Source: an optimization exercise on an open RTL-to-GDS flow (aim: small area). Production flows keep margins and buffers that such runs may drop.
Only simulation tests tie the RTL to the original design; equivalence was not proved.
Power and IR drop assume default switching activity. The flow treats the clock pin as an ideal source, which a real chip does not have.

### design/flow/config.mk
export PLATFORM = sky130hd
export DESIGN_NAME = mem_block
export DESIGN_NICKNAME = mem_block
export VERILOG_FILES = /design/flow/design.v
export SDC_FILE = /design/flow/constraint.sdc
export NUM_CORES = 4
export LEC_CHECK = 0
export CAP_MARGIN = 30
export CORE_MARGIN = 2
export CORE_UTILIZATION = 60
export CTS_BUF_LIST = sky130_fd_sc_hd__clkbuf_16
export CTS_CLUSTER_DIAMETER = 80
export CTS_CLUSTER_SIZE = 30
export PLACE_DENSITY = 0.8
export SLEW_MARGIN = 30
export SYNTH_HIERARCHICAL = 1
export SYNTH_MINIMUM_KEEP_SIZE = 0
### design/flow/constraint.sdc
create_clock -name core_clock -period 8.0 [get_ports {clk}]
set_input_delay 1.6000 -clock core_clock [delete_from_list [all_inputs] [get_ports {clk}]]
set_output_delay 1.6000 -clock core_clock [all_outputs]
set_load 0.01 [all_outputs]
### design/flow/design.v
package mem_pkg;
  localparam int OP_W   = 1;
  localparam int ID_W   = 4;
  localparam int ADDR_W = 8;
  localparam int DATA_W = 16;
  localparam int PKT_W  = OP_W + 2 * ID_W + ADDR_W + DATA_W;
  localparam logic OP_WRITE = 1'b1;
  localparam logic OP_READ  = 1'b0;
  typedef struct packed {
    logic              op;
    logic [ID_W-1:0]   src;
    logic [ID_W-1:0]   dest;
    logic [ADDR_W-1:0] addr;
    logic [DATA_W-1:0] data;
  } pkt_t;
  function automatic pkt_t make_resp(input logic [ID_W-1:0]   node,
                                     input logic [ID_W-1:0]   req_src,
                                     input logic [ADDR_W-1:0] addr,
                                     input logic [DATA_W-1:0] data);
    pkt_t p;
    p.op   = OP_READ;
    p.src  = node;
    p.dest = req_src;
    p.addr = addr;
    p.data = data;
    make_resp = p;
  endfunction
endpackage
import mem_pkg::*;
module mem_array #(
  parameter int DEPTH = 256
) (
  input  logic              clk,
  input  logic              rst_n,
  input  logic              we,
  input  logic [ADDR_W-1:0] addr,
  input  logic [DATA_W-1:0] wdata,
  output logic [DATA_W-1:0] rdata
);
  localparam int LO_W = ADDR_W / 2;
  localparam int HI_W = ADDR_W - LO_W;
  logic [DATA_W-1:0]       words [DEPTH];
  logic [DEPTH-1:0]        valid;
  logic [DEPTH-1:0]        sel;
  logic [(1<<HI_W)-1:0]    hi;
  logic [(1<<HI_W)-1:0]    hi_we_n;
  logic [(1<<LO_W)-1:0]    lo;
  logic [(1<<LO_W)-1:0]    lo_n;
  always_comb begin
    for (int j = 0; j < (1 << HI_W); j++) begin
      hi[j]      = (addr[ADDR_W-1:LO_W] == HI_W'(j));
      hi_we_n[j] = !(hi[j] && we);
    end
    for (int j = 0; j < (1 << LO_W); j++) begin
      lo[j]   = (addr[LO_W-1:0] == LO_W'(j));
      lo_n[j] = !lo[j];
    end
  end
  for (genvar g = 0; g < DEPTH; g++) begin : g_word
    logic wen_lo, wen_hi;
    mem_nor2 u_wen_lo (.a (hi_we_n[g >> LO_W]), .b (lo_n[g % (1 << LO_W)]), .y (wen_lo));
    mem_nor2 u_wen_hi (.a (hi_we_n[g >> LO_W]), .b (lo_n[g % (1 << LO_W)]), .y (wen_hi));
    assign sel[g] = hi[g >> LO_W] && lo[g % (1 << LO_W)] && valid[g];
    always_ff @(posedge clk or negedge rst_n) begin
      if (!rst_n) begin
        valid[g] <= 1'b0;
      end else if (wen_lo) begin
        valid[g] <= 1'b1;
      end
    end
    always_ff @(posedge clk) begin
      if (wen_lo) words[g][DATA_W/2-1:0]      <= wdata[DATA_W/2-1:0];
      if (wen_hi) words[g][DATA_W-1:DATA_W/2] <= wdata[DATA_W-1:DATA_W/2];
    end
  end
  localparam int NG = (DEPTH + 2) / 3;
  logic [DATA_W-1:0] grp_n [NG];
  for (genvar k = 0; k < NG; k++) begin : g_rd
    for (genvar b = 0; b < DATA_W; b++) begin : g_bit
      if (3*k+2 < DEPTH) begin : g_3
        mem_aoi222 u_aoi (
          .a0 (sel[3*k]),   .b0 (words[3*k][b]),
          .a1 (sel[3*k+1]), .b1 (words[3*k+1][b]),
          .a2 (sel[3*k+2]), .b2 (words[3*k+2][b]),
          .y  (grp_n[k][b])
        );
      end else if (3*k+1 < DEPTH) begin : g_2
        mem_aoi22 u_aoi (
          .a0 (sel[3*k]),   .b0 (words[3*k][b]),
          .a1 (sel[3*k+1]), .b1 (words[3*k+1][b]),
          .y  (grp_n[k][b])
        );
      end else begin : g_1
        mem_nand2 u_nand (
          .a0 (sel[3*k]), .b0 (words[3*k][b]),
          .y  (grp_n[k][b])
        );
      end
    end
  end
  always_comb begin
    rdata = '0;
    for (int k = 0; k < NG; k++) rdata = rdata | ~grp_n[k];
  end
endmodule
module mem_aoi222 (
  input  logic a0, b0, a1, b1, a2, b2,
  output logic y
);
  assign y = !((a0 && b0) || (a1 && b1) || (a2 && b2));
endmodule
module mem_aoi22 (
  input  logic a0, b0, a1, b1,
  output logic y
);
  assign y = !((a0 && b0) || (a1 && b1));
endmodule
module mem_nand2 (
  input  logic a0, b0,
  output logic y
);
  assign y = !(a0 && b0);
endmodule
module mem_nor2 (
  input  logic a, b,
  output logic y
);
  assign y = !(a || b);
endmodule
import mem_pkg::*;
module mem_block #(
  parameter logic [ID_W-1:0] NODE_ID = 4'd0,
  parameter int              DEPTH   = 256,
  parameter int              PKT_W   = 33
) (
  input  logic             clk,
  input  logic             rst_n,
  input  logic             in_valid,
  output logic             in_ready,
  input  logic [PKT_W-1:0] in_pkt,
  output logic             out_valid,
  input  logic             out_ready,
  output logic [PKT_W-1:0] out_pkt,
  output logic             bad_dest
);
  mem_pkg::pkt_t     req_p0;
  logic              accept_p0;
  logic              hit_p0;
  logic              wr_p0;
  logic              rd_p0;
  logic [DATA_W-1:0] rdata_p0;
  logic              vld_p1;
  logic              bad_q;
  logic [ID_W-1:0]   src_p1;
  logic [ADDR_W-1:0] addr_p1;
  logic [DATA_W-1:0] data_p1;
  assign req_p0    = in_pkt;
  assign in_ready  = !vld_p1 || out_ready;
  assign accept_p0 = in_valid && in_ready;
  assign hit_p0    = (req_p0.dest == NODE_ID);
  assign wr_p0     = accept_p0 && hit_p0 && (req_p0.op == OP_WRITE);
  assign rd_p0     = accept_p0 && hit_p0 && (req_p0.op == OP_READ);
  mem_array #(
    .DEPTH (DEPTH)
  ) u_array (
    .clk   (clk),
    .rst_n (rst_n),
    .we    (wr_p0),
    .addr  (req_p0.addr),
    .wdata (req_p0.data),
    .rdata (rdata_p0)
  );
  always_ff @(posedge clk or negedge rst_n) begin
    if (!rst_n) begin
      vld_p1 <= 1'b0;
    end else begin
      vld_p1 <= rd_p0 || (vld_p1 && !out_ready);
    end
  end
  always_ff @(posedge clk) begin
    if (in_ready) begin
      src_p1  <= req_p0.src;
      addr_p1 <= req_p0.addr;
      data_p1 <= rdata_p0;
    end
  end
  always_ff @(posedge clk or negedge rst_n) begin
    if (!rst_n) begin
      bad_q <= 1'b0;
    end else if (accept_p0 && !hit_p0) begin
      bad_q <= 1'b1;
    end
  end
  assign out_valid = vld_p1;
  assign out_pkt   = {OP_READ, NODE_ID, src_p1, addr_p1, data_p1};
  assign bad_dest  = bad_q;
endmodule
### design/flow/flow/run.sh
#!/bin/bash
# The standard layout, except that clock tree synthesis adds no dummy
# loads (the other clock tree settings repeat config.mk's) and the port
# buffers are the smallest buffer cell. Each tool's full output stays in the
# ORFS log folder under orfs/logs; this run's own output goes to standard.log.
set -euo pipefail
export CTS_ARGS="-sink_clustering_enable -repair_clock_nets -dont_use_dummy_load -sink_clustering_size 30 -sink_clustering_max_diameter 80 -buf_list sky130_fd_sc_hd__clkbuf_16"
export BUFFER_PORTS_ARGS="-buffer_cell sky130_fd_sc_hd__buf_1"
bash standard.sh > standard.log 2>&1
### design/flow/standard.sh
#!/bin/bash
# synth_recipe.tcl (not shown) runs the flow's synth.tcl, then flattens the netlist and writes it again
# the make line also repeats each setting of config.mk as NAME=value (left out here)
make -C /OpenROAD-flow-scripts/flow DESIGN_CONFIG=/design/flow/config.mk WORK_HOME=/design/flow/orfs CLKGATE_MAP_FILE= SYNTH_SCRIPT=/design/flow/synth_recipe.tcl "${@:-finish}"
==> results of run 1 <==
worst max-delay path: cells and delay by family:
kind / cells / cell delay, ps
compound gates: 1 / 990
buf+inv: 3 / 1120
simple gates: 7 / 3200
worst paths after layout:
check | startpoint | end | slack [ps] | depth (start not counted)
setup / recovery | in_pkt[16] | data_p1[0] | 1660 | 11
hold / removal | u_array.valid[192] | u_array.valid[192] | 470 | 1
setup reg to reg | u_array.valid[12] | data_p1[11] | 3640 | 7
hold reg to reg | u_array.valid[192] | u_array.valid[192] | 470 | 1
max in group asynchronous | rst_n | u_array.valid[216] | 5750 | 2
min in group asynchronous | rst_n | u_array.valid[87] | 760 | 1
cell families after synthesis:
| group | synth area share |
|---|---|
| flip-flops | 0.854 |
| AO/OA/AOI/OAI | 0.0893 |
| other | 0.0000246 |
| AND/OR/NAND/NOR | 0.0555 |
| buffers and inverters | 0.00148 |
where the power goes:
part / total, mW / internal (mW) / leakage [nW] / switching [mW]
Clock: 10.1 / 3.83 / 2.10 / 6.25
Combinational: 0.649 / 0.0550 / 8.91 / 0.594
Sequential: 25.1 / 25.1 / 40.7 / 0.00677
Total: 35.8 / 28.9 / 51.7 / 6.85
Yosys stat by module (local to each module, per instance), a selection:
module | cells inside | flip-flops and latches
mem_block | 43 | 30
mem_nor2 | 1 | 0
mem_nand2 | 1 | 0
mem_aoi222 | 1 | 0
routing by layer:
layer  vias up  track usage  wire (um)
li1      33800            -          -
met1     43900        0.437     137000
met2      9118        0.482     192000
met3      1185       0.0862      67900
met4        20        0.169      26000
met5         -            0        127
Yosys cell counts (all sizes together):
cell type / instances / area [um^2]
conb: 1 / 3.75
edfxtp: 4124 / 124000
and4: 1 / 8.76
or2: 256 / 1600
a222oi: 1360 / 13600
nor2: 530 / 1990
or4: 33 / 251
clkbuf: 33 / 124
o21ai: 1 / 5.00
nor3: 12 / 120
dfrtp: 258 / 6460
and3: 256 / 1600
inv: 16 / 60.1
nand2: 52 / 195
buf: 6 / 41.3
nand4: 352 / 2200
nor4: 67 / 432
a31o: 1 / 8.76
nand2b: 10 / 62.6
state kept, by name (all words and copies together) (netlist names):
register,count
u_array.valid,256
data_p1,16
addr_p1,8
u_array.words,4096
vld_p1,1
bad_q,1
src_p1,4
cell type report:
class | instances | share of cell area
Antenna cell | 47 | 0.000721
Clock buffer | 170 | 0.0261
Inverter | 16 | 0.000399
Multi-Input combinational cell | 2936 | 0.137
Sequential cell | 4382 | 0.798
Tap cell | 3366 | 0.0258
Timing Repair Buffer | 234 | 0.0113
==> flow_summary.ini, run 1 <==
[die]
initial_utilization = 0.602
num_io_pins = 73
num_rows = 185
die_area_um2 = 258000
die_width_um = 508
dieHeight_um = 508
core_um2 = 253000

[timing]
rsz0062_at_grt = no
slew_violations = 0
skew_ps = 108
setup_viol = 0
slew_headroom = 0.252
fin_setup_tns_ps = 0
fin_crit_sh = 0.793
worst_slack_ps = 1660
hold_ws_ps = 468
worst_slew_pin_slew_ps = 1120
final-hold-violation-count = 0
fmax_mhz = 158
period_minus_slack_ps = 6340

[synthesis]
yosysSeqAreaShare = 0.854
synth-warning-count = 11
synth_area_um2 = 153000
ys_seq_elements = 4382
synthCells = 7369
synth_cell_types = 22
synth.avg_cell_area_um2 = 20.7

[clock_tree]
cts_buffers = 170
cts.sinks = 4382
cts_tree = done
cts_resized = 0
hold_buffers = 0
htree_levels = 4
clock_latency_ps = 910
clk_path_buf_depth = 3
root_buffer = clkbuf_16
post_cts_buffers = 0
clk_pin_slew_ps = 110

[global_route]
grt_pass1_vias = 81800
grt-ovfl-total = 0
grt_usage = 0.321
grt_pass1_wl_um = 593000
antenna_found_initial = 42
grt_max_degree = 187

[final_layout]
multi_input_area_um2 = 22400
instances_no_fill = 11200
final_util = 0.644
final_cell_mix = edfxtp_1, a222oi_1, nor2_1
register_area_um2 = 130000
final_cell_area_um2 = 163000
final_common_cell = edfxtp_1
synthToLayoutAreaGrowth_pct = 6.96
layout-drive-gt1-share = 0.0887
nFillCells = 16000
fin_nets = 7777

[setup_path]
crit_path_top_delay_cell = a222oi_1
cp_max_fo = 16
worstSetupStartpointType = input pin
endpoint_kind = flip-flop
arrival_ps = 6990
crit_chain = buf_1, nand2b_1, nor2_4, buf_4, and3_1, a222oi_1, nand4_1, nor4_1, buf_4, nand4_1, or4_1
cpPeakStageDelay_ps = 990
crit_required_ps = 8640
crit_type = in2reg

[power_and_ir_drop]
leakagePower_nw = 51.7
vdd_drop_max_uv = 244
p_per_area_nw_per_um2 = 219
total_power_mw = 35.8

[drt]
wl_per_cell_um = 37.9
viasPerCell = 7.89
route.vias.total = 88000
drc = 0
dr.pass1.iters = 17
wl_um = 423000
detail-route-antenna-nets = 0
drt_iter0_drc = 24700

[place]
post-place-ws_ps = 1100
dp_hpwl_um = 266000
gp_congestion = 0.960
numPortBuffers = 67
dpl.cell_count = 10900
place_area_um2 = 159000

[outcome]
status = no timing/DRC/antenna violations

[run]
cap_violations = 0

[hold_path]
hp-class = reg2reg
==> run 2, diff against run 1 <==
==> design/flow/flow/run.sh (replaced) <==
#!/bin/bash
# The standard layout, except that clock tree synthesis adds no dummy
# loads (the other clock tree settings repeat config.mk's) and the port
# buffers are the smallest buffer cell. Each tool's full output stays in the
# ORFS log folder under orfs/logs; this run's own output goes to standard.log.
set -euo pipefail
export CTS_ARGS="-sink_clustering_enable -repair_clock_nets -dont_use_dummy_load -sink_clustering_size 25 -sink_clustering_max_diameter 80 -buf_list sky130_fd_sc_hd__clkbuf_16"
export BUFFER_PORTS_ARGS="-buffer_cell sky130_fd_sc_hd__buf_1"
bash standard.sh > standard.log 2>&1
--- a/design/flow/config.mk
+++ b/design/flow/config.mk
@@ -11,5 +11,5 @@
 export CTS_BUF_LIST = sky130_fd_sc_hd__clkbuf_16
 export CTS_CLUSTER_DIAMETER = 80
-export CTS_CLUSTER_SIZE = 30
+export CTS_CLUSTER_SIZE = 25
 export PLACE_DENSITY = 0.8
 export SLEW_MARGIN = 30
==> run 2 against run 1 <==
Compared with the run above: the layout now fails its checks (antenna rules); via count about the same; maximum frequency down 1.9%; sequential power about the same; synthesized area unchanged; largest cell class unchanged; highest routed layer unchanged.
==> flow_summary.ini, run 2 <==
[outcome]
status = complete, but fails checks
violations = antenna rules

[power_and_ir_drop]
p_per_area_nw_per_um2 = 223
vdd_drop_max_uv = 242
leakagePower_nw = 52.1

[timing]
rsz0062_at_grt = no
final-hold-violation-count = 0
fmax_mhz = 155
fin_setup_tns_ps = 0
skew_ps = 115
slew_violations = 0
setup_viol = 0
fin_crit_sh = 0.809
period_minus_slack_ps = 6470
hold_ws_ps = 463
slew_headroom = 0.223
worst_slew_pin_slew_ps = 1170

[synthesis]
yosysMostFrequentCell = edfxtp_1
synth.largest_area_cell = edfxtp_1
yosysSeqAreaShare = 0.854
synth_cell_types = 22
synth-warning-count = 11
synthArstFlopShare = 0.0589
synth_edf_count = 4124
synth_area_um2 = 153000
synthCells = 7369
ys_seq_elements = 4382
yosys.area.top_type_share = 0.811
synthFlopType = edfxtp_1
synthTopCellsByCount = edfxtp_1, a222oi_1, nor2_1, nand4_1, dfrtp_1
synth.avg_cell_area_um2 = 20.7
ys_top_cells_by_area = edfxtp_1, a222oi_1, dfrtp_1

[drt]
detail-route-antenna-nets = 1
dr.pass1.iters = 21
wl_um = 427000
drc = 0
viasPerCell = 7.87
wl_per_cell_um = 38.1
route.vias.total = 88000
drt_iter0_drc = 25200

[die]
num_io_pins = 73
die_area_um2 = 258000
num_rows = 185
core_um2 = 253000
die_width_um = 508
initial_utilization = 0.602
dieHeight_um = 508

[global_route]
antenna_found_initial = 47
grt_usage = 0.324
grt-ovfl-total = 0
grt_max_degree = 187
grt_pass1_vias = 82400
grt_pass1_wl_um = 597000

[setup_path]
endpoint_kind = flip-flop
crit_type = in2reg
arrival_ps = 7150
worstSetupStartpointType = input pin
r2r_setup_slack_ps = 3510
r2r_cells = 6
reg2reg_to = data_p1[10]
cp-startpoint = in_pkt[16]
rr_startpoint = u_array.valid[189]
crit_required_ps = 8680
cp_max_fo = 16

[place]
dp_hpwl_um = 266000
dpl.cell_count = 10900
gp_congestion = 0.960
numPortBuffers = 67

[final_layout]
final_cell_mix = edfxtp_1, a222oi_1, nor2_1
top_regs = u_array.words x4096, u_array.valid x256, data_p1 x16
layout-drive-gt1-share = 0.0923
fin_nets = 7804
largest_reg_flops = 4096
synthToLayoutAreaGrowth_pct = 7.44
final_util = 0.647
instances_no_fill = 11200
final_common_cell = edfxtp_1
top_register = u_array.words

[clock_tree]
cts.sinks = 4382
cts_buffers = 197
htree_levels = 4
clock_latency_ps = 940
post_cts_buffers = 0
cts_tree = done
clk_path_buf_depth = 3
root_buffer = clkbuf_16
hold_buffers = 0
clk_pin_slew_ps = 90
cts_resized = 0

[hold_path]
min-delay-start = u_array.valid[132]
hp-class = reg2reg
hold_depth = 1
min_to = u_array.valid[132]

[run]
cap_violations = 0
==> run 2: critical path, cell delays in order <==
cell,delay [ps]
buf_1,600
nand2b_1,470
nor2_4,290
buf_4,350
and3_1,450
a222oi_1,490
nand4_1,300
nor4_2,880
nand4_1,900
or4_1,760
==> run 2: worst max-delay path by stage <==
stage / to / slack, ps
after global routing: data_p1[10] / 1680
after floorplan: u_array.words[0][0] / 3390
after CTS: data_p1[8] / 2000
after global placement: data_p1[7] / -510
after detailed placement: data_p1[10] / 1100
final: data_p1[10] / 1530
==> run 2: per-layer routing <==
layer | wire length [um] | up-vias | global-route usage | part of all wire
met5 | 183 | - | 0 | 0.00043
met4 | 26200 | 28 | 0.178 | 0.061
met3 | 68200 | 1233 | 0.0893 | 0.16
met2 | 193000 | 9024 | 0.483 | 0.45
met1 | 138000 | 43800 | 0.439 | 0.32
li1 | - | 33900 | - | -
==> run 2: stage by stage <==
stage,power (mW),setup WS (ps),cell area [um^2]
after floorplan,25.6,3390,153000
after global placement,26.2,-506,158000
after detailed placement,26.2,1100,159000
after CTS,36.4,2000,164000
after global routing,37.2,1680,164000
final,36.5,1530,164000
==> run 2: area by class of cell <==
class	instances	area [um^2]
flip-flops and latches	4382	130000
fillers	15900	89500
multi-input cells	2936	22500
clock buffers	197	4930
well taps	3366	4210
repair buffers	234	1880
diodes	52	130
inverters	16	65.1
==> run 2: cell families after synthesis <==
logic type,synth area share
other cells,0.0000246
flops,0.854
compound gates,0.0893
buf+inv,0.00148
simple gates,0.0555
==> run 2: modules after synthesis, one instance, submodules excluded, a selection <==
module | area, um^2 | cells inside | flip-flops and latches
mem_nor2 | 3.75 | 1 | 0
mem_aoi222 | 10.0 | 1 | 0
mem_nand2 | 3.75 | 1 | 0
mem_block | 985 | 43 | 30
==> run 2: power by group <==
| part | total [mW] | switching, mW | internal (mW) | leakage (nW) |
|---|---|---|---|---|
| logic | 0.654 | 0.597 | 0.0570 | 8.91 |
| registers | 25.1 | 0.00681 | 25.0 | 40.7 |
| clock network | 10.8 | 6.40 | 4.39 | 2.43 |
| total | 36.5 | 7.00 | 29.5 | 52.1 |
==> run 3, diff against run 2 <==
==> design/flow/flow/run.sh (replaced) <==
#!/bin/bash
# The standard layout, except that clock tree synthesis adds no dummy
# loads (the other clock tree settings repeat config.mk's), the port buffers
# are the smallest buffer cell, and antenna repair after detailed routing may
# take more rounds. Each tool's full output stays in the ORFS log folder under
# orfs/logs; this run's own output goes to standard.log.
set -euo pipefail
export CTS_ARGS="-sink_clustering_enable -repair_clock_nets -dont_use_dummy_load -sink_clustering_size 30 -sink_clustering_max_diameter 80 -buf_list sky130_fd_sc_hd__clkbuf_16"
export BUFFER_PORTS_ARGS="-buffer_cell sky130_fd_sc_hd__buf_1"
export MAX_REPAIR_ANTENNAS_ITER_DRT=12
bash standard.sh > standard.log 2>&1
--- a/design/flow/config.mk
+++ b/design/flow/config.mk
@@ -11,5 +11,5 @@
 export CTS_BUF_LIST = sky130_fd_sc_hd__clkbuf_16
 export CTS_CLUSTER_DIAMETER = 80
-export CTS_CLUSTER_SIZE = 25
+export CTS_CLUSTER_SIZE = 30
 export PLACE_DENSITY = 0.8
 export SLEW_MARGIN = 30
==> run 3 against run 2 <==
Compared with the run above: the run now finishes clean; clock-buffer cell count shrank 27; non-clock buffer count is the same; die area is the same; clock power shrank 6%; critical endpoint is now data_p1[0].
==> flow_summary.ini, run 3 <==
[clock_tree]
clock_latency_ps = 910
cts_tree = done
htree_levels = 4
cts.sinks = 4382
hold_buffers = 0
cts_buffers = 170
root_buffer = clkbuf_16
cts_resized = 0
clk_path_buf_depth = 3
post_cts_buffers = 0
clk_pin_slew_ps = 110

[synthesis]
synth.avg_cell_area_um2 = 20.7
ys_seq_elements = 4382
synthTopCellsByCount = edfxtp_1, a222oi_1, nor2_1, nand4_1, dfrtp_1
synth_area_um2 = 153000
yosysMostFrequentCell = edfxtp_1
synthFlopType = edfxtp_1
synth.largest_area_cell = edfxtp_1
ys_top_cells_by_area = edfxtp_1, a222oi_1, dfrtp_1
synth_cell_types = 22
synthArstFlopShare = 0.0589
synthCells = 7369
yosysSeqAreaShare = 0.854
synth-warning-count = 11
yosys.area.top_type_share = 0.811
synth_edf_count = 4124

[drt]
drt_iter0_drc = 24700
detail-route-antenna-nets = 0
drc = 0
dr.pass1.iters = 17
route.vias.total = 88000
wl_um = 423000
viasPerCell = 7.89
wl_per_cell_um = 37.9

[setup_path]
arrival_ps = 6990
endpoint = data_p1[0]
crit_path_top_delay_cell = a222oi_1
endpoint_kind = flip-flop
cp_max_fo = 16
r2r_setup_slack_ps = 3640
reg2reg_to = data_p1[11]
cp-startpoint = in_pkt[16]
timing.critical_path.buf_inv = 3
r2r_cells = 7
crit_family = simple AND/OR/NAND/NOR gates
cpPeakStageDelay_ps = 990
worst-path-stages = 11
rr_startpoint = u_array.valid[12]
crit_required_ps = 8640
worstSetupStartpointType = input pin
crit_chain = buf_1, nand2b_1, nor2_4, buf_4, and3_1, a222oi_1, nand4_1, nor4_1, buf_4, nand4_1, or4_1
crit_type = in2reg

[global_route]
antenna_found_initial = 42
grt-ovfl-total = 0
grt_pass1_vias = 81800
grt_max_degree = 187
grt_usage = 0.321
grt_pass1_wl_um = 593000

[final_layout]
final_cell_mix = edfxtp_1, a222oi_1, nor2_1
top_regs = u_array.words x4096, u_array.valid x256, data_p1 x16
largest_reg_flops = 4096
final_common_cell = edfxtp_1
final_util = 0.644
final_cell_area_um2 = 163000
synthToLayoutAreaGrowth_pct = 6.96
layout-drive-gt1-share = 0.0887
top_register = u_array.words
fin_nets = 7777
instances_no_fill = 11200
nFillCells = 16000

[timing]
slew_violations = 0
period_minus_slack_ps = 6340
rsz0062_at_grt = no
fmax_mhz = 158
final-hold-violation-count = 0
fin_crit_sh = 0.793
worst_slew_pin_slew_ps = 1120
setup_viol = 0
skew_ps = 108
hold_ws_ps = 468
fin_setup_tns_ps = 0
slew_headroom = 0.252

[power_and_ir_drop]
leakagePower_nw = 51.7
vdd_drop_max_uv = 244
p_per_area_nw_per_um2 = 219

[hold_path]
hp-class = reg2reg

[die]
die_width_um = 508
initial_utilization = 0.602
die_area_um2 = 258000
dieHeight_um = 508
num_rows = 185
core_um2 = 253000
num_io_pins = 73

[place]
numPortBuffers = 67
gp_congestion = 0.960
dpl.cell_count = 10900
dp_hpwl_um = 266000
place_area_um2 = 159000

[outcome]
status = no timing/DRC/antenna violations

[run]
cap_violations = 0
run 3: cell count changes in the layout (fill, tap and decap cells not counted), sizes merged:
cell    before  now
clkbuf     213  186
diode       52   47
run 3: worst min path at each step:
stage                            start  depth (start not counted)                 end
floorplan             u_array.valid[0]                          1    u_array.valid[0]
global placement     u_array.valid[15]                          1   u_array.valid[15]
detailed placement  u_array.valid[108]                          1  u_array.valid[108]
CTS                 u_array.valid[132]                          1  u_array.valid[132]
global route         u_array.valid[22]                          1   u_array.valid[22]
finish              u_array.valid[192]                          1  u_array.valid[192]
run 3: power by group:
group | internal [mW] | switching (mW)
combinational | 0.0550 | 0.594
sequential | 25.1 | 0.00677
clock | 3.83 | 6.25
total | 28.9 | 6.85
run 3: kinds of logic after synthesis:
| kind of cell | count (synthesis) | share of synthesized area |
|---|---|---|
| compound gates | 1362 | 0.0893 |
| buf+inv | 55 | 0.00148 |
| flops | 4382 | 0.854 |
| other cells | 1 | 0.0000246 |
| simple gates | 1569 | 0.0555 |
run 3: layout make-up:
cell class	count	area (um^2)	share of cell area
Sequential cell	4382	130000	0.798
Multi-Input combinational cell	2936	22400	0.137
Clock buffer	170	4250	0.0261
Tap cell	3366	4210	0.0258
Timing Repair Buffer	234	1850	0.0113
Antenna cell	47	118	0.000721
Inverter	16	65.1	0.000399
run 3: metal layers:
layer | wire [um] | track usage | share of wire
met1 | 137000 | 0.437 | 0.32
met2 | 192000 | 0.482 | 0.45
met3 | 67900 | 0.0862 | 0.16
met4 | 26000 | 0.169 | 0.061
met5 | 127 | 0 | 0.00030
run 3: Yosys stat by module, one instance, submodules excluded, a selection:
module / times used / cells inside / cell area (um^2)
mem_aoi222: 1360 / 1 / 10.0
mem_block: 1 / 43 / 985
mem_nand2: 16 / 1 / 3.75
mem_nor2: 512 / 1 / 3.75
run 3: through the flow:
stage	total power, mW	worst slack, ps
5_1_grt	36.5	1710
3_5_place_dp	26.2	1100
2_1_floorplan	25.6	3390
6_report	35.8	1660
3_3_place_gp	26.2	-506
4_1_cts	35.7	2020
==> run 4, diff against run 3 <==
--- a/design/flow/flow/run.sh
+++ b/design/flow/flow/run.sh
@@ -6,5 +6,5 @@
 # orfs/logs; this run's own output goes to standard.log.
 set -euo pipefail
-export CTS_ARGS="-sink_clustering_enable -repair_clock_nets -dont_use_dummy_load -sink_clustering_size 30 -sink_clustering_max_diameter 80 -buf_list sky130_fd_sc_hd__clkbuf_16"
+export CTS_ARGS="-sink_clustering_enable -repair_clock_nets -dont_use_dummy_load -sink_clustering_size 30 -sink_clustering_max_diameter 90 -buf_list sky130_fd_sc_hd__clkbuf_16"
 export BUFFER_PORTS_ARGS="-buffer_cell sky130_fd_sc_hd__buf_1"
 export MAX_REPAIR_ANTENNAS_ITER_DRT=12
--- a/design/flow/config.mk
+++ b/design/flow/config.mk
@@ -10,5 +10,5 @@
 export CORE_UTILIZATION = 60
 export CTS_BUF_LIST = sky130_fd_sc_hd__clkbuf_16
-export CTS_CLUSTER_DIAMETER = 80
+export CTS_CLUSTER_DIAMETER = 90
 export CTS_CLUSTER_SIZE = 30
 export PLACE_DENSITY = 0.8
==> run 4 against run 3 <==
Compared with the run above: worst hold slack improved by 2.4 ps; setup slack improved by 3.7 ps; largest power group unchanged; critical path type unchanged; highest routed layer unchanged; final cell count is essentially flat; synthesized cell count is the same; combinational power rose by 0.6%; design area about the same; utilization barely moved; critical endpoint unchanged.
==> flow_summary.ini, run 4 <==
[place]
gp_congestion = 0.960
numPortBuffers = 67
place_area_um2 = 159000
dp_hpwl_um = 266000

[setup_path]
r2r_setup_slack_ps = 3650
crit_required_ps = 8650
worstSetupStartpointType = input pin
cp_max_fo = 16
cpPeakStageDelay_ps = 970
cp-startpoint = in_pkt[16]
arrival_ps = 6990
crit_path_top_delay_cell = a222oi_1
rr_startpoint = u_array.valid[192]
r2r_cells = 6
crit_chain = buf_1, nand2b_1, nor2_4, buf_4, and3_1, a222oi_1, nand4_1, nor4_1, buf_4, nand4_1, or4_1
crit_type = in2reg
endpoint = data_p1[0]
endpoint_kind = flip-flop
reg2reg_to = data_p1[10]

[timing]
fmax_mhz = 158
slew_headroom = 0.229
period_minus_slack_ps = 6340
skew_ps = 110
hold_ws_ps = 470
rsz0062_at_grt = no
slew_violations = 0
final-hold-violation-count = 0
setup_viol = 0
worst_slew_pin_slew_ps = 1150
fin_crit_sh = 0.792

[die]
num_rows = 185
num_io_pins = 73
die_area_um2 = 258000
dieHeight_um = 508
die_width_um = 508
core_um2 = 253000
initial_utilization = 0.602

[power_and_ir_drop]
vdd_drop_max_uv = 251
total_power_mw = 35.7
p_per_area_nw_per_um2 = 219
leakagePower_nw = 51.7

[synthesis]
synth-warning-count = 11
synth.avg_cell_area_um2 = 20.7
yosysSeqAreaShare = 0.854
synthFlopType = edfxtp_1
ys_top_cells_by_area = edfxtp_1, a222oi_1, dfrtp_1
synthCells = 7369
synthTopCellsByCount = edfxtp_1, a222oi_1, nor2_1, nand4_1, dfrtp_1
synth_area_um2 = 153000
yosys.area.top_type_share = 0.811
synth.largest_area_cell = edfxtp_1
synth_cell_types = 22
synth_edf_count = 4124
synthArstFlopShare = 0.0589
ys_seq_elements = 4382
yosysMostFrequentCell = edfxtp_1

[global_route]
grt_max_degree = 187
grt-ovfl-total = 0
grt_pass1_wl_um = 594000
grt_usage = 0.322
antenna_found_initial = 45
grt_pass1_vias = 81900

[clock_tree]
cts_tree = done
htree_levels = 4
clock_latency_ps = 900
clk_path_buf_depth = 3
post_cts_buffers = 0
cts.sinks = 4382
root_buffer = clkbuf_16
cts_resized = 0
clk_pin_slew_ps = 110
hold_buffers = 0
cts_buffers = 167

[final_layout]
top_regs = u_array.words x4096, u_array.valid x256, data_p1 x16
final_cell_area_um2 = 163000
largest_reg_flops = 4096
final_util = 0.644
fin_nets = 7775
final_cell_mix = edfxtp_1, a222oi_1, nor2_1
nFillCells = 16000
synthToLayoutAreaGrowth_pct = 6.94
final_common_cell = edfxtp_1
layout-drive-gt1-share = 0.0888
top_register = u_array.words

[drt]
wl_per_cell_um = 38.1
drc = 0
dr.pass1.iters = 13
drt_iter0_drc = 24900
route.vias.total = 87900
wl_um = 425000
detail-route-antenna-nets = 0
viasPerCell = 7.89

[run]
cap_violations = 0

[hold_path]
hp-class = reg2reg

[outcome]
status = no timing/DRC/antenna violations
## run 4: cell counts after synthesis
Identical to the previous run, type by type.
## run 4: area by class of cell
class	instances	area, um^2	area share
inverters	16	65.1	0.000399
multi-input cells	2936	22400	0.138
well taps	3366	4210	0.0258
clock buffers	167	4180	0.0256
diodes	48	120	0.000736
flip-flops and latches	4382	130000	0.798
repair buffers	235	1890	0.0116
## run 4: through the flow
| stage | setup TNS (ps) | setup slack [ps] | cells |
|---|---|---|---|
| floorplan | 0 | 3390 | 7373 |
| global placement | -1240 | -506 | 10900 |
| detailed placement | 0 | 1100 | 10900 |
| CTS | 0 | 2000 | 11100 |
| global route | 0 | 1730 | 11100 |
| finish | 0 | 1660 | 11200 |
## run 4: per-module statistics from Yosys (local to each module, per instance), a selection
module	area (um^2)	cells
mem_aoi222	10.0	1
mem_block	985	43
mem_nor2	3.75	1
mem_nand2	3.75	1
## run 4: cells by family (layout without fill, tap and decap cells)
| group | after synthesis | after routing | synth area share |
|---|---|---|---|
| AOI/OAI and AO/OA | 1362 | 1362 | 0.0893 |
| DFF | 4382 | 4382 | 0.854 |
| and+or+nand+nor | 1569 | 1569 | 0.0555 |
| other | 1 | 53 | 0.0000246 |
| buffers and inverters | 55 | 418 | 0.00148 |
## run 4: worst min path at each step
stage,from,end,slack (ps),depth (start not counted)
floorplan,u_array.valid[0],u_array.valid[0],430,1
global placement,u_array.valid[15],u_array.valid[15],440,1
detailed placement,u_array.valid[108],u_array.valid[108],440,1
CTS,u_array.valid[8],u_array.valid[8],470,1
global route,u_array.valid[22],u_array.valid[22],480,1
finish,u_array.valid[186],u_array.valid[186],470,1
## run 4: worst max-delay path: cells and delay by family
family | cells | cell delay [ps]
buf+inv | 3 | 1140
simple gates | 7 | 3210
compound gates | 1 | 970
## run 4: layer usage
layer,part of all wire,global-route usage
met1,0.32,0.440
met2,0.45,0.481
met5,0.00044,0
met4,0.063,0.171
met3,0.16,0.0873
## run 4: power breakdown
part | switching [mW] | internal (mW) | leakage, nW
Sequential | 0.00678 | 25.1 | 40.7
Clock | 6.22 | 3.76 | 2.06
Combinational | 0.595 | 0.0576 | 8.92
==> run 5, diff against run 4 <==
--- a/design/flow/design.v
+++ b/design/flow/design.v
@@ -149,10 +149,11 @@
   logic              wr_p0;
   logic              rd_p0;
-  logic [DATA_W-1:0] rdata_p0;
   logic              vld_p1;
+  logic              wr_p1;
   logic              bad_q;
   logic [ID_W-1:0]   src_p1;
   logic [ADDR_W-1:0] addr_p1;
   logic [DATA_W-1:0] data_p1;
+  logic [DATA_W-1:0] rdata_p1;
   assign req_p0    = in_pkt;
   assign in_ready  = !vld_p1 || out_ready;
@@ -161,4 +162,22 @@
   assign wr_p0     = accept_p0 && hit_p0 && (req_p0.op == OP_WRITE);
   assign rd_p0     = accept_p0 && hit_p0 && (req_p0.op == OP_READ);
+  always_ff @(posedge clk or negedge rst_n) begin
+    if (!rst_n) begin
+      vld_p1 <= 1'b0;
+      wr_p1  <= 1'b0;
+    end else begin
+      vld_p1 <= rd_p0 || (vld_p1 && !out_ready);
+      wr_p1  <= wr_p0;
+    end
+  end
+  always_ff @(posedge clk) begin
+    if (in_ready) begin
+      src_p1  <= req_p0.src;
+      addr_p1 <= req_p0.addr;
+    end
+  end
+  always_ff @(posedge clk) begin
+    data_p1 <= req_p0.data;
+  end
   mem_array #(
     .DEPTH (DEPTH)
@@ -166,23 +185,9 @@
     .clk   (clk),
     .rst_n (rst_n),
-    .we    (wr_p0),
-    .addr  (req_p0.addr),
-    .wdata (req_p0.data),
-    .rdata (rdata_p0)
+    .we    (wr_p1),
+    .addr  (addr_p1),
+    .wdata (data_p1),
+    .rdata (rdata_p1)
   );
-  always_ff @(posedge clk or negedge rst_n) begin
-    if (!rst_n) begin
-      vld_p1 <= 1'b0;
-    end else begin
-      vld_p1 <= rd_p0 || (vld_p1 && !out_ready);
-    end
-  end
-  always_ff @(posedge clk) begin
-    if (in_ready) begin
-      src_p1  <= req_p0.src;
-      addr_p1 <= req_p0.addr;
-      data_p1 <= rdata_p0;
-    end
-  end
   always_ff @(posedge clk or negedge rst_n) begin
     if (!rst_n) begin
@@ -193,5 +198,5 @@
   end
   assign out_valid = vld_p1;
-  assign out_pkt   = {OP_READ, NODE_ID, src_p1, addr_p1, data_p1};
+  assign out_pkt   = {OP_READ, NODE_ID, src_p1, addr_p1, rdata_p1};
   assign bad_dest  = bad_q;
 endmodule
--- a/design/flow/config.mk
+++ b/design/flow/config.mk
@@ -13,4 +13,5 @@
 export CTS_CLUSTER_SIZE = 30
 export PLACE_DENSITY = 0.8
+export SETUP_SLACK_MARGIN = 0.25
 export SLEW_MARGIN = 30
 export SYNTH_HIERARCHICAL = 1
==> run 5 against run 4 <==
Compared with the run above: synthesized area hardly changed; total power hardly changed; via count down 1.4%; largest power group unchanged; maximum frequency fell by 20%; clock power about the same; utilization down 0.12 points; setup slack worse by 1600 ps; combinational power decreased by 12%; clock skew is 34 ps higher; still clean on timing, DRC and antenna; flip-flop and latch count is 1 higher.
==> flow_summary.ini, run 5 <==
[final_layout]
top_regs = u_array.words x4096, u_array.valid x256, data_p1 x16
layout-drive-gt1-share = 0.0850
top_register = u_array.words
final_cell_mix = edfxtp_1, a222oi_1, nor2_1
final_common_cell = edfxtp_1
fin_nets = 7764
final_cell_area_um2 = 163000
instances_no_fill = 11100
largest_reg_flops = 4096
synthToLayoutAreaGrowth_pct = 6.84
final_util = 0.643

[timing]
rsz0062_at_grt = yes
setup_viol = 0
period_minus_slack_ps = 7890
worst_slew_pin_slew_ps = 1120
slew_violations = 0
slew_headroom = 0.252
fin_crit_sh = 0.987
worst_slack_ps = 107
fin_setup_tns_ps = 0
fmax_mhz = 127
final-hold-violation-count = 0
skew_ps = 144

[synthesis]
synth_cell_types = 23
synth_edf_count = 4108
yosysSeqAreaShare = 0.854
synth.avg_cell_area_um2 = 20.7
ys_top_cells_by_area = edfxtp_1, a222oi_1, dfrtp_1
synth-warning-count = 11
synth.largest_area_cell = edfxtp_1
synth_area_um2 = 152000
synthCells = 7370
yosys.area.top_type_share = 0.809
synthTopCellsByCount = edfxtp_1, a222oi_1, nor2_1, nand4_1, dfrtp_1
yosysMostFrequentCell = edfxtp_1
synthFlopType = edfxtp_1
synthArstFlopShare = 0.0591
ys_seq_elements = 4383

[die]
dieHeight_um = 508
initial_utilization = 0.602
die_width_um = 508
die_area_um2 = 258000
num_rows = 185
num_io_pins = 73
core_um2 = 253000

[clock_tree]
clk_path_buf_depth = 3
cts_buffers = 167
clock_latency_ps = 880
cts_tree = done
cts.sinks = 4383
root_buffer = clkbuf_16
htree_levels = 4
clk_pin_slew_ps = 110
post_cts_buffers = 0

[place]
place_area_um2 = 158000
gp_congestion = 0.925
dp_hpwl_um = 260000
dpl.cell_count = 10900
numPortBuffers = 67
post-place-ws_ps = 849

[drt]
wl_um = 413000
drt_iter0_drc = 22400
viasPerCell = 7.79
wl_per_cell_um = 37.1
drc = 0
dr.pass1.iters = 13
route.vias.total = 86700
detail-route-antenna-nets = 0

[setup_path]
crit_chain = nand2_1, nor2_4, buf_12, and3_1, a222oi_1, nand4_1, nor4_1, nand4_1, or4_1, buf_1
endpoint_kind = primary output
crit_top_cell = nand4_1
cp_max_fo = 16
crit_required_ps = 6400
arrival_ps = 6290
worstSetupStartpointType = flip-flop
crit_path_top_delay_cell = nor4_1
cpPeakStageDelay_ps = 860
crit_type = reg2out

[global_route]
grt_pass1_vias = 81400
grt_usage = 0.314
grt-ovfl-total = 0
grt_pass1_wl_um = 579000
antenna_found_initial = 40
grt_max_degree = 211

[outcome]
status = no timing/DRC/antenna violations

[power_and_ir_drop]
leakagePower_nw = 51.5
vdd_drop_max_uv = 196
p_per_area_nw_per_um2 = 219

[hold_path]
hp-class = reg2reg

[run]
cap_violations = 0
run 5: cell types whose count changed after synthesis:
cell / previous run / this run
dfrtp_1: 258 / 259
dfxtp_1: 0 / 16
edfxtp_1: 4124 / 4108
run 5: cell families after synthesis:
group	Yosys count	synth area share
flip-flops	4383	0.854
AND/OR/NAND/NOR	1569	0.0555
AO/OA/AOI/OAI	1362	0.0894
buffers and inverters	55	0.00148
other	1	0.0000246
run 5: worst paths after layout:
check | end | start | slack (ps) | depth (start not counted)
max | out_pkt[1] | addr_p1[0] | 110 | 10
min in group asynchronous | u_array.valid[190] | rst_n | 730 | 1
min reg2reg | u_array.valid[241] | u_array.valid[241] | 470 | 1
min | u_array.valid[241] | u_array.valid[241] | 470 | 1
max reg2reg | u_array.words[74][2] | addr_p1[0] | 3600 | 6
max in group asynchronous | u_array.valid[228] | rst_n | 5660 | 3
run 5: through the flow:
stage	power, mW	hold slack (ps)
floorplan	25.8	430
global placement	26.1	441
detailed placement	26.2	443
CTS	35.6	468
global route	36.4	474
finish	35.7	466
run 5: per-module statistics from Yosys, one instance, submodules excluded, a selection:
module,cells,flops+latches,copies in the design
mem_nand2,1,0,16
mem_aoi222,1,0,1360
mem_nor2,1,0,512
mem_block,44,31,1
run 5: power by group:
group / switching [mW] / total, mW / internal [mW]
clock network: 6.22 / 9.98 / 3.76
logic: 0.517 / 0.573 / 0.0560
registers: 0.0740 / 25.1 / 25.0
run 5: area by class of cell:
class	count	area, um^2
flip-flops and latches	4383	130000
well taps	3366	4210
inverters	16	60.1
fillers	16000	90600
clock buffers	167	4180
repair buffers	223	1780
diodes	41	103
multi-input cells	2936	22400
run 5: repair_timing:
action	in CTS	in global routing
gates cloned	0	0
hold buffers	0	0
setup endpoints to repair	3	5
pin swaps	0	3
hold endpoints to repair	0	0
gates resized for setup	3	4
run 5: routing by layer:
metal  vias to the layer above  global-route usage  wire length, um
li1                      33700                   -                -
met1                     43400               0.419           134000
met2                      8341               0.480           191000
met3                      1185              0.0805            62300
met4                        20               0.167            25500
met5                         -                   0              132
run 5: critical path, delay by kind of cell, from the launching register on:
family                 cells  cell delay (ps)
flip-flops                 1              620
buffers and inverters      2              410
AO/OA/AOI/OAI              1              680
AND/OR/NAND/NOR            7             3700
==> run 6, diff against run 5 <==
--- a/design/flow/flow/run.sh
+++ b/design/flow/flow/run.sh
@@ -6,5 +6,5 @@
 # orfs/logs; this run's own output goes to standard.log.
 set -euo pipefail
-export CTS_ARGS="-sink_clustering_enable -repair_clock_nets -dont_use_dummy_load -sink_clustering_size 30 -sink_clustering_max_diameter 90 -buf_list sky130_fd_sc_hd__clkbuf_16"
+export CTS_ARGS="-sink_clustering_enable -repair_clock_nets -dont_use_dummy_load -sink_clustering_size 30 -sink_clustering_max_diameter 80 -buf_list sky130_fd_sc_hd__clkbuf_16"
 export BUFFER_PORTS_ARGS="-buffer_cell sky130_fd_sc_hd__buf_1"
 export MAX_REPAIR_ANTENNAS_ITER_DRT=12
--- a/design/flow/config.mk
+++ b/design/flow/config.mk
@@ -10,8 +10,7 @@
 export CORE_UTILIZATION = 60
 export CTS_BUF_LIST = sky130_fd_sc_hd__clkbuf_16
-export CTS_CLUSTER_DIAMETER = 90
+export CTS_CLUSTER_DIAMETER = 80
 export CTS_CLUSTER_SIZE = 30
 export PLACE_DENSITY = 0.8
-export SETUP_SLACK_MARGIN = 0.25
 export SLEW_MARGIN = 30
 export SYNTH_HIERARCHICAL = 1
==> run 6 against run 5 <==
Compared with the run above: the layout now fails its checks (setup timing); register-to-register slack barely moved; utilization is essentially flat; synthesized cell count is the same; sequential power about the same; combinational power shrank 0.9%; maximum frequency down 2.0%; worst hold slack gained 3.1 ps; critical endpoint is now out_pkt[14]; largest power group unchanged.
==> flow_summary.ini, run 6 <==
[clock_tree]
clock_latency_ps = 910
cts.sinks = 4383
cts_buffers = 171
clk_path_buf_depth = 3
cts_resized = 1
htree_levels = 4
hold_buffers = 0
post_cts_buffers = 0
root_buffer = clkbuf_16
clk_pin_slew_ps = 110
cts_tree = done

[timing]
setup_viol = 1
slew_headroom = 0.249
fmax_mhz = 124
worst_slew_pin_slew_ps = 1130
slew_violations = 0
rsz0062_at_grt = no
period_minus_slack_ps = 8050
fin_setup_tns_ps = -54.7
worst_slack_ps = -54.7
skew_ps = 141
final-hold-violation-count = 0
fin_crit_sh = 1.01

[drt]
detail-route-antenna-nets = 0
drt_iter0_drc = 22500
wl_per_cell_um = 37.1
viasPerCell = 7.76
route.vias.total = 86300
wl_um = 412000
drc = 0
dr.pass1.iters = 10

[final_layout]
multi_input_area_um2 = 22300
register_area_um2 = 130000
final_cell_mix = edfxtp_1, a222oi_1, nor2_1
instances_no_fill = 11100
fin_nets = 7766
final_common_cell = edfxtp_1
final_cell_area_um2 = 163000
largest_reg_flops = 4096
nFillCells = 16000
layout-drive-gt1-share = 0.0850
top_register = u_array.words
top_regs = u_array.words x4096, u_array.valid x256, data_p1 x16
synthToLayoutAreaGrowth_pct = 6.85

[synthesis]
synthFlopType = edfxtp_1
yosys.area.top_type_share = 0.809
yosysSeqAreaShare = 0.854
synth-simple-area-share = 0.0555
synth_edf_count = 4108
synth_xor_area_frac = 0
synthArstFlopShare = 0.0591
synth.avg_cell_area_um2 = 20.7
synth_top_family_by_area = compound AO/OA/AOI/OAI gates
ys_seq_elements = 4383
ys_top_cells_by_area = edfxtp_1, a222oi_1, dfrtp_1
synth-warning-count = 11
synth_cell_types = 23
synth_area_um2 = 152000
synthAdderAreaFrac = 0
synthMuxAreaShare = 0
yosysMostFrequentCell = edfxtp_1
synthCells = 7370
synthTopCellsByCount = edfxtp_1, a222oi_1, nor2_1, nand4_1, dfrtp_1
synth.largest_area_cell = edfxtp_1
synth_compound_area_frac = 0.0894

[die]
die_area_um2 = 258000
initial_utilization = 0.602
num_io_pins = 73
dieHeight_um = 508
die_width_um = 508
core_um2 = 253000
num_rows = 185

[hold_path]
min-delay-start = u_array.valid[102]
hold_depth = 1
hp-class = reg2reg

[setup_path]
rr_startpoint = addr_p1[0]
endpoint_kind = primary output
cp-startpoint = addr_p1[3]
worstSetupStartpointType = flip-flop
arrival_ps = 6450
crit_required_ps = 6400
crit_type = reg2out
cp_max_fo = 16
r2r_cells = 6

[global_route]
grt_pass1_vias = 81200
grt-ovfl-total = 0
antenna_found_initial = 45
grt_usage = 0.313
grt_pass1_wl_um = 579000
grt_max_degree = 211

[power_and_ir_drop]
p_per_area_nw_per_um2 = 220
leakagePower_nw = 51.5
total_power_mw = 35.8
vdd_drop_max_uv = 185

[run]
cap_violations = 0

[place]
dp_hpwl_um = 260000
numPortBuffers = 67
gp_congestion = 0.925
dpl.cell_count = 10900
post-place-ws_ps = 849
place_area_um2 = 158000

[outcome]
status = complete, but fails checks
violations = setup timing
## run 6: cell counts after synthesis
No cell type changed its count.
## run 6: power breakdown
group / total, mW / internal (mW) / switching (mW)
combinational: 0.568 / 0.0539 / 0.514
sequential: 25.1 / 25.0 / 0.0737
clock: 10.1 / 3.85 / 6.24
total: 35.8 / 28.9 / 6.83
## run 6: modules after synthesis (local to each module, per instance), excerpt
| module | area (um^2) | copies in the design | cells |
|---|---|---|---|
| mem_aoi222 | 10.0 | 1360 | 1 |
| mem_block | 850 | 1 | 44 |
| mem_nand2 | 3.75 | 16 | 1 |
| mem_nor2 | 3.75 | 512 | 1 |
## run 6: kinds of logic (layout without fill, tap and decap cells)
logic type	Yosys count	in the layout
flip-flops	4383	4383
buffers and inverters	55	408
other	1	40
AND/OR/NAND/NOR	1569	1569
AO/OA/AOI/OAI	1362	1362
## run 6: worst max-delay path: stages (launching register included)
cell	delay (ps)
edfxtp_1	680
nand2b_1	460
nor2_4	270
buf_4	310
and3_1	450
a222oi_1	580
nand4_1	270
nor4_1	960
nand4_1	670
or4_1	750
buf_1	160
## run 6: cell type report
class,instances,share of cell area
flip-flops and latches,4383,0.799
multi-input cells,2936,0.137
clock buffers,171,0.0263
well taps,3366,0.0259
repair buffers,221,0.0106
diodes,35,0.000538
inverters,16,0.000369
## run 6: routing by layer
layer	part of all wire	vias up	track usage
met5	0.00042	-	0
met2	0.46	8295	0.480
met4	0.061	24	0.164
met1	0.33	43100	0.420
met3	0.15	1144	0.0792
li1	-	33800	-
## run 6: through the flow
| stage | utilization | hold slack [ps] |
|---|---|---|
| floorplan | - | 430 |
| global placement | 0.624 | 441 |
| detailed placement | 0.625 | 443 |
| CTS | 0.642 | 468 |
| global route | 0.642 | 473 |
| finish | 0.643 | 469 |
## run 6: worst paths after layout
check,endpoint,slack (ps)
hold reg to reg,u_array.valid[102],470
max in group asynchronous,u_array.valid[228],5650
hold / removal,u_array.valid[102],470
min in group asynchronous,u_array.valid[200],720
setup reg to reg,u_array.words[25][7],3590
setup / recovery,out_pkt[14],-50

[separate check: timing with driven ports]
How much do the figures lean on ideal ports? The routed layouts below were timed once more, with nothing changed but the port constraints.
Step 1, drivers: a clkbuf_16 drives clk and a buf_2 each remaining input, both assumed.
Step 2 moves the port delays by t, midway between the first and last clock arrival at a register: inputs arrive t later, outputs are due t later. That takes back most of the time a late clock gives input paths.
Three values: ideal ports, drivers, drivers and shift; two values: the first two.
run	shift t [ns]	setup slack, ns	clock arrival spread, ns
run 1	0.963	1.657 / 1.728 / 0.766	0.115 / 0.115
run 2	0.971	1.532 / 1.583 / 0.613	0.116 / 0.115
run 3	0.963	1.657 / 1.728 / 0.766	0.115 / 0.115
run 4	0.957	1.661 / 1.735 / 0.778	0.124 / 0.124
run 5	0.920	0.107 / 0.007 / 0.928	0.161 / 0.161
run 6	0.944	-0.055 / -0.157 / 0.787	0.157 / 0.157
For run 2, which loses most, drivers alone change the setup slack by +0.051 ns; drivers and shift together by -0.919 ns.
